Background: an optimization exercise with open tools, aiming at small area. Do not read the settings as production practice.
The RTL was checked by simulation tests, not by an equivalence proof against the original design. The flow treats the clock pin as an ideal source, which a real chip does not have.

==> trial 77 <==
==> flow/design.v (excerpt) <==
module dds_spi_slave #(
  parameter int unsigned NREG        = 23,
  parameter int unsigned SHORT_LAST  = 10,
  parameter int unsigned SYNC_STAGES = 2
) (
  input  logic              clk,
  input  logic              rst,
  input  logic              SCLK,
  input  logic              CS,
  input  logic              SDIO,
  output logic              SDO,
  input  logic              IO_UPDATE,
  input  logic [ADDR_W-1:0] rd_addr,
  output logic [DATA_W-1:0] rd_data,
  output logic              wr_strobe,
  output logic [ADDR_W-1:0] wr_addr,
  output logic              upd_pulse
);
make LEC_CHECK=0 CAP_MARGIN=20 CORE_MARGIN=2 CORE_UTILIZATION=60 PLACE_DENSITY=0.7 SLEW_MARGIN=20 SYNTH_HIERARCHICAL=1 finish   # period 5.0 ns
run.sh (not shown) runs the stock make flow with config.mk's settings and CLKGATE_MAP_FILE= SYNTH_SCRIPT=/design/flow/synth_recipe.tcl, a recipe that flattens the netlist after the stock synthesis.
==> trial 57: changes against trial 77 <==
--- a/flow/design.v
+++ b/flow/design.v
@@ -85,32 +85,33 @@
   dds_spi_pkg::state_t state_q, state_d;
   logic [CNT_W-1:0]    bit_cnt_q, bit_cnt_d;
   logic [DATA_W-1:0]   sr_q, sr_d;
   logic [ADDR_W-1:0]   addr_q, addr_d;
   logic                commit_q, commit_d;
   logic                sdo_d;
   logic [7:0]          instr_c;
   logic [CNT_W-1:0]    nbits_c;
-  logic                ld, sr_en;
+  logic                ld, ld_q, f_q, f_d, sr_en;
+  logic [ADDR_W-1:0]   raddr_q;
   logic [31:0] sh_lo [NREG];
   logic [31:0] sh_hi [NLONG];
   logic [31:0] ac_lo [NREG];
   logic [31:0] ac_hi [NLONG];
   logic [NREG-1:0] sh_v, ac_v;
   assign instr_c = {sr_q[6:0], sdio_q};
   assign nbits_c = ({27'd0, addr_q} > SHORT_LAST) ? CNT_W'(64) : CNT_W'(32);
   assign ld = (state_q == INSTR) && !cs_q && sclk_rise && bit_cnt_q == CNT_W'(7) &&
               instr_c[INSTR_RW_BIT];
-  assign sr_en = ld | ((state_q == DATA_RD) ? sclk_fall : sclk_rise);
+  assign f_d = ld_q ? sclk_fall : f_q;
+  assign sr_en = ld_q | ((state_q == DATA_RD) ? sclk_fall : sclk_rise);
   logic [NREG-1:0] rsel, isel;
-  logic [DATA_W-1:0] rd_data_d;
   for (genvar r = 0; r < NREG; r++) begin : g_sel
-    assign rsel[r] = (rd_addr == ADDR_W'(r)) & ac_v[r];
-    assign isel[r] = (instr_c[ADDR_W-1:0] == ADDR_W'(r)) & ac_v[r] & ld;
+    assign rsel[r] = (raddr_q == ADDR_W'(r)) & ac_v[r];
+    assign isel[r] = (addr_q == ADDR_W'(r)) & ac_v[r] & ld_q;
   end
   for (genvar b = 0; b < 32; b++) begin : g_bit
     logic [NREG-1:0]  rlo;
     logic [NLONG-1:0] rhi;
     logic [NREG:0]    slo;    
     logic [NLONG:0]   shi;    
     logic [NREG:0]    slo_s;
     logic [NLONG:0]   shi_s;
@@ -124,20 +125,20 @@
       assign shi[r] = ac_lo[r+LBASE][b];
     end
     assign slo[NREG]    = sr_q[31+b];
     if (b == 0) begin : g_b0
       assign shi[NLONG] = sdio_q;
     end else begin : g_bn
       assign shi[NLONG] = sr_q[b-1];
     end
-    assign slo_s        = {~ld, isel};
-    assign shi_s        = {~ld, isel[NREG-1:LBASE]};
-    dds_spi_ao23 u_rlo (.s(rsel),             .d(rlo), .y(rd_data_d[b]));
-    dds_spi_ao12 u_rhi (.s(rsel[NREG-1:LBASE]), .d(rhi), .y(rd_data_d[32+b]));
+    assign slo_s        = {~ld_q, isel};
+    assign shi_s        = {~ld_q, isel[NREG-1:LBASE]};
+    dds_spi_ao23 u_rlo (.s(rsel),             .d(rlo), .y(rd_data[b]));
+    dds_spi_ao12 u_rhi (.s(rsel[NREG-1:LBASE]), .d(rhi), .y(rd_data[32+b]));
     dds_spi_ao24 u_slo (.s(slo_s),            .d(slo), .y(sr_d[32+b]));
     dds_spi_ao13 u_shi (.s(shi_s),            .d(shi), .y(sr_d[b]));
   end
   always_comb begin
     state_d   = state_q;
     bit_cnt_d = bit_cnt_q;
     addr_d    = addr_q;
     commit_d  = 1'b0;
@@ -173,17 +174,17 @@
           end
         end
         DATA_RD: begin
           if (sclk_fall) begin
             if (bit_cnt_q == nbits_c) begin
               sdo_d   = 1'b0;
               state_d = DONE;
             end else begin
-              sdo_d     = sr_q[DATA_W-1];
+              sdo_d     = ld_q ? sr_d[DATA_W-1] : f_q ? sr_q[DATA_W-2] : sr_q[DATA_W-1];
               bit_cnt_d = bit_cnt_q + CNT_W'(1);
             end
           end
         end
         DONE: ;
         default: state_d = IDLE;
       endcase
     end
@@ -193,67 +194,64 @@
       state_q   <= IDLE;
       bit_cnt_q <= '0;
       addr_q    <= '0;
       commit_q  <= 1'b0;
       SDO       <= 1'b0;
       wr_strobe <= 1'b0;
       wr_addr   <= '0;
       upd_pulse <= 1'b0;
-      rd_data   <= '0;
+      raddr_q   <= '0;
+      ld_q      <= 1'b0;
+      f_q       <= 1'b0;
     end else begin
       state_q   <= state_d;
       bit_cnt_q <= bit_cnt_d;
       addr_q    <= addr_d;
       commit_q  <= commit_d;
       SDO       <= sdo_d;
       wr_strobe <= commit_q;
       if (commit_q) wr_addr <= addr_q;
       upd_pulse <= upd_rise;
-      rd_data   <= rd_data_d;
+      raddr_q   <= rd_addr;
+      ld_q      <= ld;
+      f_q       <= f_d;
     end
   end
   always_ff @(posedge clk) begin
     if (sr_en) sr_q <= sr_d;
   end
   always_ff @(posedge clk or negedge rst) begin
     if (!rst) begin
       sh_v <= '0;
       ac_v <= '0;
     end else begin
-      if (upd_rise) ac_v <= sh_v;
+      ac_v <= ac_v | ({NREG{upd_pulse}} & sh_v);
       for (int i = 0; i < NREG; i++)
-        if (commit_q && addr_q == ADDR_W'(i)) sh_v[i] <= 1'b1;
+        sh_v[i] <= sh_v[i] | (wr_strobe && wr_addr == ADDR_W'(i));
     end
   end
   always_ff @(posedge clk) begin
-    if (upd_rise) begin
+    if (upd_pulse) begin
       for (int i = 0; i < NREG; i++)  ac_lo[i] <= sh_lo[i];
       for (int i = 0; i < NLONG; i++) ac_hi[i] <= sh_hi[i];
     end
     for (int i = 0; i < NREG; i++)
-      if (commit_q && addr_q == ADDR_W'(i)) sh_lo[i] <= sr_q[31:0];
+      if (wr_strobe && wr_addr == ADDR_W'(i)) sh_lo[i] <= sr_q[31:0];
     for (int i = 0; i < NLONG; i++)
-      if (commit_q && addr_q == ADDR_W'(i + LBASE)) sh_hi[i] <= sr_q[63:32];
+      if (wr_strobe && wr_addr == ADDR_W'(i + LBASE)) sh_hi[i] <= sr_q[63:32];
   end
 endmodule
 module dds_spi_aoi222 (
   input  logic [2:0] s,
   input  logic [2:0] d,
   output logic       y
 );
   assign y = ~((s[0] & d[0]) | (s[1] & d[1]) | (s[2] & d[2]));
 endmodule
-module dds_spi_aoi22 (
-  input  logic [1:0] s,
-  input  logic [1:0] d,
-  output logic       y
-);
-  assign y = ~((s[0] & d[0]) | (s[1] & d[1]));
-endmodule
 module dds_spi_ao12 (
   input  logic [11:0] s,
   input  logic [11:0] d,
   output logic        y
 );
   logic [3:0] n;
   for (genvar k = 0; k < 4; k++) begin : g
     dds_spi_aoi222 u (.s(s[3*k +: 3]), .d(d[3*k +: 3]), .y(n[k]));
@@ -276,17 +274,17 @@
   input  logic [22:0] s,
   input  logic [22:0] d,
   output logic        y
 );
   logic [7:0] n;
   for (genvar k = 0; k < 7; k++) begin : g
     dds_spi_aoi222 u (.s(s[3*k +: 3]), .d(d[3*k +: 3]), .y(n[k]));
   end
-  dds_spi_aoi22 u7 (.s(s[22:21]), .d(d[22:21]), .y(n[7]));
+  assign n[7] = ~((s[21] & d[21]) | (s[22] & d[22]));
   assign y = ~&n;
 endmodule
 module dds_spi_ao24 (
   input  logic [23:0] s,
   input  logic [23:0] d,
   output logic        y
 );
   logic [7:0] n;
==> flow/flow/run.sh (new file) <==
#!/bin/bash
# The standard layout (the standard.sh, standard synthesis unchanged) with two changes:
# * the port buffers are buf_2 cells instead of the delay-cell buffer the default picks;
# * clock tree synthesis inserts no dummy loads.
# Every ORFS step writes its own log under orfs/logs/; make's output goes to flow_make.log.
set -euo pipefail
export BUFFER_PORTS_ARGS="-buffer_cell sky130_fd_sc_hd__buf_2"
export CTS_ARGS="-sink_clustering_enable -repair_clock_nets -sink_clustering_size 26 -sink_clustering_max_diameter 90 -dont_use_dummy_load"
bash standard.sh finish > flow_make.log 2>&1
==> flow/standard.sh (new file) <==
#!/bin/bash
# synth_recipe.tcl (not shown) runs the flow's synth.tcl, then flattens the netlist and writes it again
# the make line also repeats each setting of config.mk as NAME=value (left out here)
make -C /OpenROAD-flow-scripts/flow DESIGN_CONFIG=/design/flow/config.mk WORK_HOME=/design/flow/orfs CLKGATE_MAP_FILE= SYNTH_SCRIPT=/design/flow/synth_recipe.tcl "${@:-finish}"
CORE_UTILIZATION = 65   (was 60)
CTS_CLUSTER_DIAMETER = 90   (was default)
CTS_CLUSTER_SIZE = 26   (was default)
PLACE_DENSITY = 0.75   (was 0.7)
removed: flow/run.sh
==> trial 68: changes against trial 77 <==
--- a/flow/design.v
+++ b/flow/design.v
@@ -85,32 +85,33 @@
   dds_spi_pkg::state_t state_q, state_d;
   logic [CNT_W-1:0]    bit_cnt_q, bit_cnt_d;
   logic [DATA_W-1:0]   sr_q, sr_d;
   logic [ADDR_W-1:0]   addr_q, addr_d;
   logic                commit_q, commit_d;
   logic                sdo_d;
   logic [7:0]          instr_c;
   logic [CNT_W-1:0]    nbits_c;
-  logic                ld, sr_en;
+  logic                ld, ld_q, f_q, f_d, sr_en;
+  logic [ADDR_W-1:0]   raddr_q;
   logic [31:0] sh_lo [NREG];
   logic [31:0] sh_hi [NLONG];
   logic [31:0] ac_lo [NREG];
   logic [31:0] ac_hi [NLONG];
   logic [NREG-1:0] sh_v, ac_v;
   assign instr_c = {sr_q[6:0], sdio_q};
   assign nbits_c = ({27'd0, addr_q} > SHORT_LAST) ? CNT_W'(64) : CNT_W'(32);
   assign ld = (state_q == INSTR) && !cs_q && sclk_rise && bit_cnt_q == CNT_W'(7) &&
               instr_c[INSTR_RW_BIT];
-  assign sr_en = ld | ((state_q == DATA_RD) ? sclk_fall : sclk_rise);
+  assign f_d = ld_q ? sclk_fall : f_q;
+  assign sr_en = ld_q | ((state_q == DATA_RD) ? sclk_fall : sclk_rise);
   logic [NREG-1:0] rsel, isel;
-  logic [DATA_W-1:0] rd_data_d;
   for (genvar r = 0; r < NREG; r++) begin : g_sel
-    assign rsel[r] = (rd_addr == ADDR_W'(r)) & ac_v[r];
-    assign isel[r] = (instr_c[ADDR_W-1:0] == ADDR_W'(r)) & ac_v[r] & ld;
+    assign rsel[r] = (raddr_q == ADDR_W'(r)) & ac_v[r];
+    assign isel[r] = (addr_q == ADDR_W'(r)) & ac_v[r] & ld_q;
   end
   for (genvar b = 0; b < 32; b++) begin : g_bit
     logic [NREG-1:0]  rlo;
     logic [NLONG-1:0] rhi;
     logic [NREG:0]    slo;    
     logic [NLONG:0]   shi;    
     logic [NREG:0]    slo_s;
     logic [NLONG:0]   shi_s;
@@ -124,20 +125,20 @@
       assign shi[r] = ac_lo[r+LBASE][b];
     end
     assign slo[NREG]    = sr_q[31+b];
     if (b == 0) begin : g_b0
       assign shi[NLONG] = sdio_q;
     end else begin : g_bn
       assign shi[NLONG] = sr_q[b-1];
     end
-    assign slo_s        = {~ld, isel};
-    assign shi_s        = {~ld, isel[NREG-1:LBASE]};
-    dds_spi_ao23 u_rlo (.s(rsel),             .d(rlo), .y(rd_data_d[b]));
-    dds_spi_ao12 u_rhi (.s(rsel[NREG-1:LBASE]), .d(rhi), .y(rd_data_d[32+b]));
+    assign slo_s        = {~ld_q, isel};
+    assign shi_s        = {~ld_q, isel[NREG-1:LBASE]};
+    dds_spi_ao23 u_rlo (.s(rsel),             .d(rlo), .y(rd_data[b]));
+    dds_spi_ao12 u_rhi (.s(rsel[NREG-1:LBASE]), .d(rhi), .y(rd_data[32+b]));
     dds_spi_ao24 u_slo (.s(slo_s),            .d(slo), .y(sr_d[32+b]));
     dds_spi_ao13 u_shi (.s(shi_s),            .d(shi), .y(sr_d[b]));
   end
   always_comb begin
     state_d   = state_q;
     bit_cnt_d = bit_cnt_q;
     addr_d    = addr_q;
     commit_d  = 1'b0;
@@ -173,17 +174,17 @@
           end
         end
         DATA_RD: begin
           if (sclk_fall) begin
             if (bit_cnt_q == nbits_c) begin
               sdo_d   = 1'b0;
               state_d = DONE;
             end else begin
-              sdo_d     = sr_q[DATA_W-1];
+              sdo_d     = ld_q ? sr_d[DATA_W-1] : f_q ? sr_q[DATA_W-2] : sr_q[DATA_W-1];
               bit_cnt_d = bit_cnt_q + CNT_W'(1);
             end
           end
         end
         DONE: ;
         default: state_d = IDLE;
       endcase
     end
@@ -193,67 +194,64 @@
       state_q   <= IDLE;
       bit_cnt_q <= '0;
       addr_q    <= '0;
       commit_q  <= 1'b0;
       SDO       <= 1'b0;
       wr_strobe <= 1'b0;
       wr_addr   <= '0;
       upd_pulse <= 1'b0;
-      rd_data   <= '0;
+      raddr_q   <= '0;
+      ld_q      <= 1'b0;
+      f_q       <= 1'b0;
     end else begin
       state_q   <= state_d;
       bit_cnt_q <= bit_cnt_d;
       addr_q    <= addr_d;
       commit_q  <= commit_d;
       SDO       <= sdo_d;
       wr_strobe <= commit_q;
       if (commit_q) wr_addr <= addr_q;
       upd_pulse <= upd_rise;
-      rd_data   <= rd_data_d;
+      raddr_q   <= rd_addr;
+      ld_q      <= ld;
+      f_q       <= f_d;
     end
   end
   always_ff @(posedge clk) begin
     if (sr_en) sr_q <= sr_d;
   end
   always_ff @(posedge clk or negedge rst) begin
     if (!rst) begin
       sh_v <= '0;
       ac_v <= '0;
     end else begin
-      if (upd_rise) ac_v <= sh_v;
+      ac_v <= ac_v | ({NREG{upd_pulse}} & sh_v);
       for (int i = 0; i < NREG; i++)
-        if (commit_q && addr_q == ADDR_W'(i)) sh_v[i] <= 1'b1;
+        sh_v[i] <= sh_v[i] | (wr_strobe && wr_addr == ADDR_W'(i));
     end
   end
   always_ff @(posedge clk) begin
-    if (upd_rise) begin
+    if (upd_pulse) begin
       for (int i = 0; i < NREG; i++)  ac_lo[i] <= sh_lo[i];
       for (int i = 0; i < NLONG; i++) ac_hi[i] <= sh_hi[i];
     end
     for (int i = 0; i < NREG; i++)
-      if (commit_q && addr_q == ADDR_W'(i)) sh_lo[i] <= sr_q[31:0];
+      if (wr_strobe && wr_addr == ADDR_W'(i)) sh_lo[i] <= sr_q[31:0];
     for (int i = 0; i < NLONG; i++)
-      if (commit_q && addr_q == ADDR_W'(i + LBASE)) sh_hi[i] <= sr_q[63:32];
+      if (wr_strobe && wr_addr == ADDR_W'(i + LBASE)) sh_hi[i] <= sr_q[63:32];
   end
 endmodule
 module dds_spi_aoi222 (
   input  logic [2:0] s,
   input  logic [2:0] d,
   output logic       y
 );
   assign y = ~((s[0] & d[0]) | (s[1] & d[1]) | (s[2] & d[2]));
 endmodule
-module dds_spi_aoi22 (
-  input  logic [1:0] s,
-  input  logic [1:0] d,
-  output logic       y
-);
-  assign y = ~((s[0] & d[0]) | (s[1] & d[1]));
-endmodule
 module dds_spi_ao12 (
   input  logic [11:0] s,
   input  logic [11:0] d,
   output logic        y
 );
   logic [3:0] n;
   for (genvar k = 0; k < 4; k++) begin : g
     dds_spi_aoi222 u (.s(s[3*k +: 3]), .d(d[3*k +: 3]), .y(n[k]));
@@ -276,17 +274,17 @@
   input  logic [22:0] s,
   input  logic [22:0] d,
   output logic        y
 );
   logic [7:0] n;
   for (genvar k = 0; k < 7; k++) begin : g
     dds_spi_aoi222 u (.s(s[3*k +: 3]), .d(d[3*k +: 3]), .y(n[k]));
   end
-  dds_spi_aoi22 u7 (.s(s[22:21]), .d(d[22:21]), .y(n[7]));
+  assign n[7] = ~((s[21] & d[21]) | (s[22] & d[22]));
   assign y = ~&n;
 endmodule
 module dds_spi_ao24 (
   input  logic [23:0] s,
   input  logic [23:0] d,
   output logic        y
 );
   logic [7:0] n;
==> flow/flow/run.sh (new file) <==
#!/bin/bash
# The standard layout (the standard.sh, standard synthesis unchanged) with two changes:
# * the port buffers are buf_2 cells instead of the delay-cell buffer the default picks;
# * clock tree synthesis inserts no dummy loads.
# Every ORFS step writes its own log under orfs/logs/; make's output goes to flow_make.log.
set -euo pipefail
export BUFFER_PORTS_ARGS="-buffer_cell sky130_fd_sc_hd__buf_2"
export CTS_ARGS="-sink_clustering_enable -repair_clock_nets -sink_clustering_size 30 -sink_clustering_max_diameter 100 -dont_use_dummy_load"
bash standard.sh finish > flow_make.log 2>&1
==> flow/standard.sh (new file) <==
#!/bin/bash
# synth_recipe.tcl (not shown) runs the flow's synth.tcl, then flattens the netlist and writes it again
# the make line also repeats each setting of config.mk as NAME=value (left out here)
make -C /OpenROAD-flow-scripts/flow DESIGN_CONFIG=/design/flow/config.mk WORK_HOME=/design/flow/orfs CLKGATE_MAP_FILE= SYNTH_SCRIPT=/design/flow/synth_recipe.tcl "${@:-finish}"
CORE_UTILIZATION = 65   (was 60)
CTS_CLUSTER_DIAMETER = 100   (was default)
CTS_CLUSTER_SIZE = 30   (was default)
PLACE_DENSITY = 0.75   (was 0.7)
removed: flow/run.sh
==> qor summary <==
Type of element capturing the critical path: trial 57 output pin; trial 77 flop; trial 68 output pin
Average via count per standard cell: trial 57 8.26; trial 77 7.85; trial 68 8.22
Area share of the largest cell type after synthesis: trial 57 83.7%; trial 77 82.1%; trial 68 83.7%
Final instance area: trial 57 0.0894 mm2; trial 77 0.0971 mm2; trial 68 0.0891 mm2
Number of unique standard cell types used by synthesis: trial 57 58; trial 77 50; trial 68 58
Syn avg cell area: trial 57 22.1 um2; trial 77 22.2 um2; trial 68 22.1 um2
Result of the run: trial 57 finished clean; trial 77 finished clean; trial 68 finished clean
Area Growth Syn to Fin: trial 57 8.17%; trial 77 15.2%; trial 68 7.78%
Multi-Input Combinational: trial 57 1314; trial 77 1317; trial 68 1314
Number of placement rows: trial 57 130; trial 77 137; trial 68 130
Worst clock skew on the final layout: trial 57 0.0562 ns; trial 77 0.0314 ns; trial 68 0.0622 ns
Delay of the slowest cell on the worst path: trial 57 0.91 ns; trial 77 0.78 ns; trial 68 0.89 ns
Non-filler instance count after layout: trial 57 5700; trial 77 6323; trial 68 5690
Seq cells: trial 57 2392; trial 77 2449; trial 68 2392

## static timing again, ports no longer ideal
No port has a modelled driver above. Below, the same layouts with a new extraction and two added sets of constraints. Step 1, drivers: a clkbuf_16 drives clk and a buf_2 each remaining input, both assumed. Step 2 times the ports against the registers' clock, not the clock port: input delays grow and output delays shrink by t, the midpoint of the rising clock arrivals with the driver on. Slacks: ideal / step 1 / step 2; pairs: ideal / step 1.
| run | t, ns | setup slack, ns | latest minus earliest clock arrival (ns) | slew at the worst register clock pin (ns) |
|---|---|---|---|---|
| trial 77 | 0.912 | 1.076 / 1.076 / 0.915 | 0.037 / 0.038 | 0.07 / 0.07 |
| trial 57 | 0.827 | 0.135 / 0.063 / 0.890 | 0.068 / 0.068 | 0.11 / 0.11 |
| trial 68 | 0.778 | 0.138 / 0.066 / 0.844 | 0.069 / 0.069 | 0.11 / 0.11 |
After both steps setup and hold are still met in every run listed. The setup slack of trial 77, which loses most, moves by 0.000 ns with the drivers and by -0.161 ns with both steps.
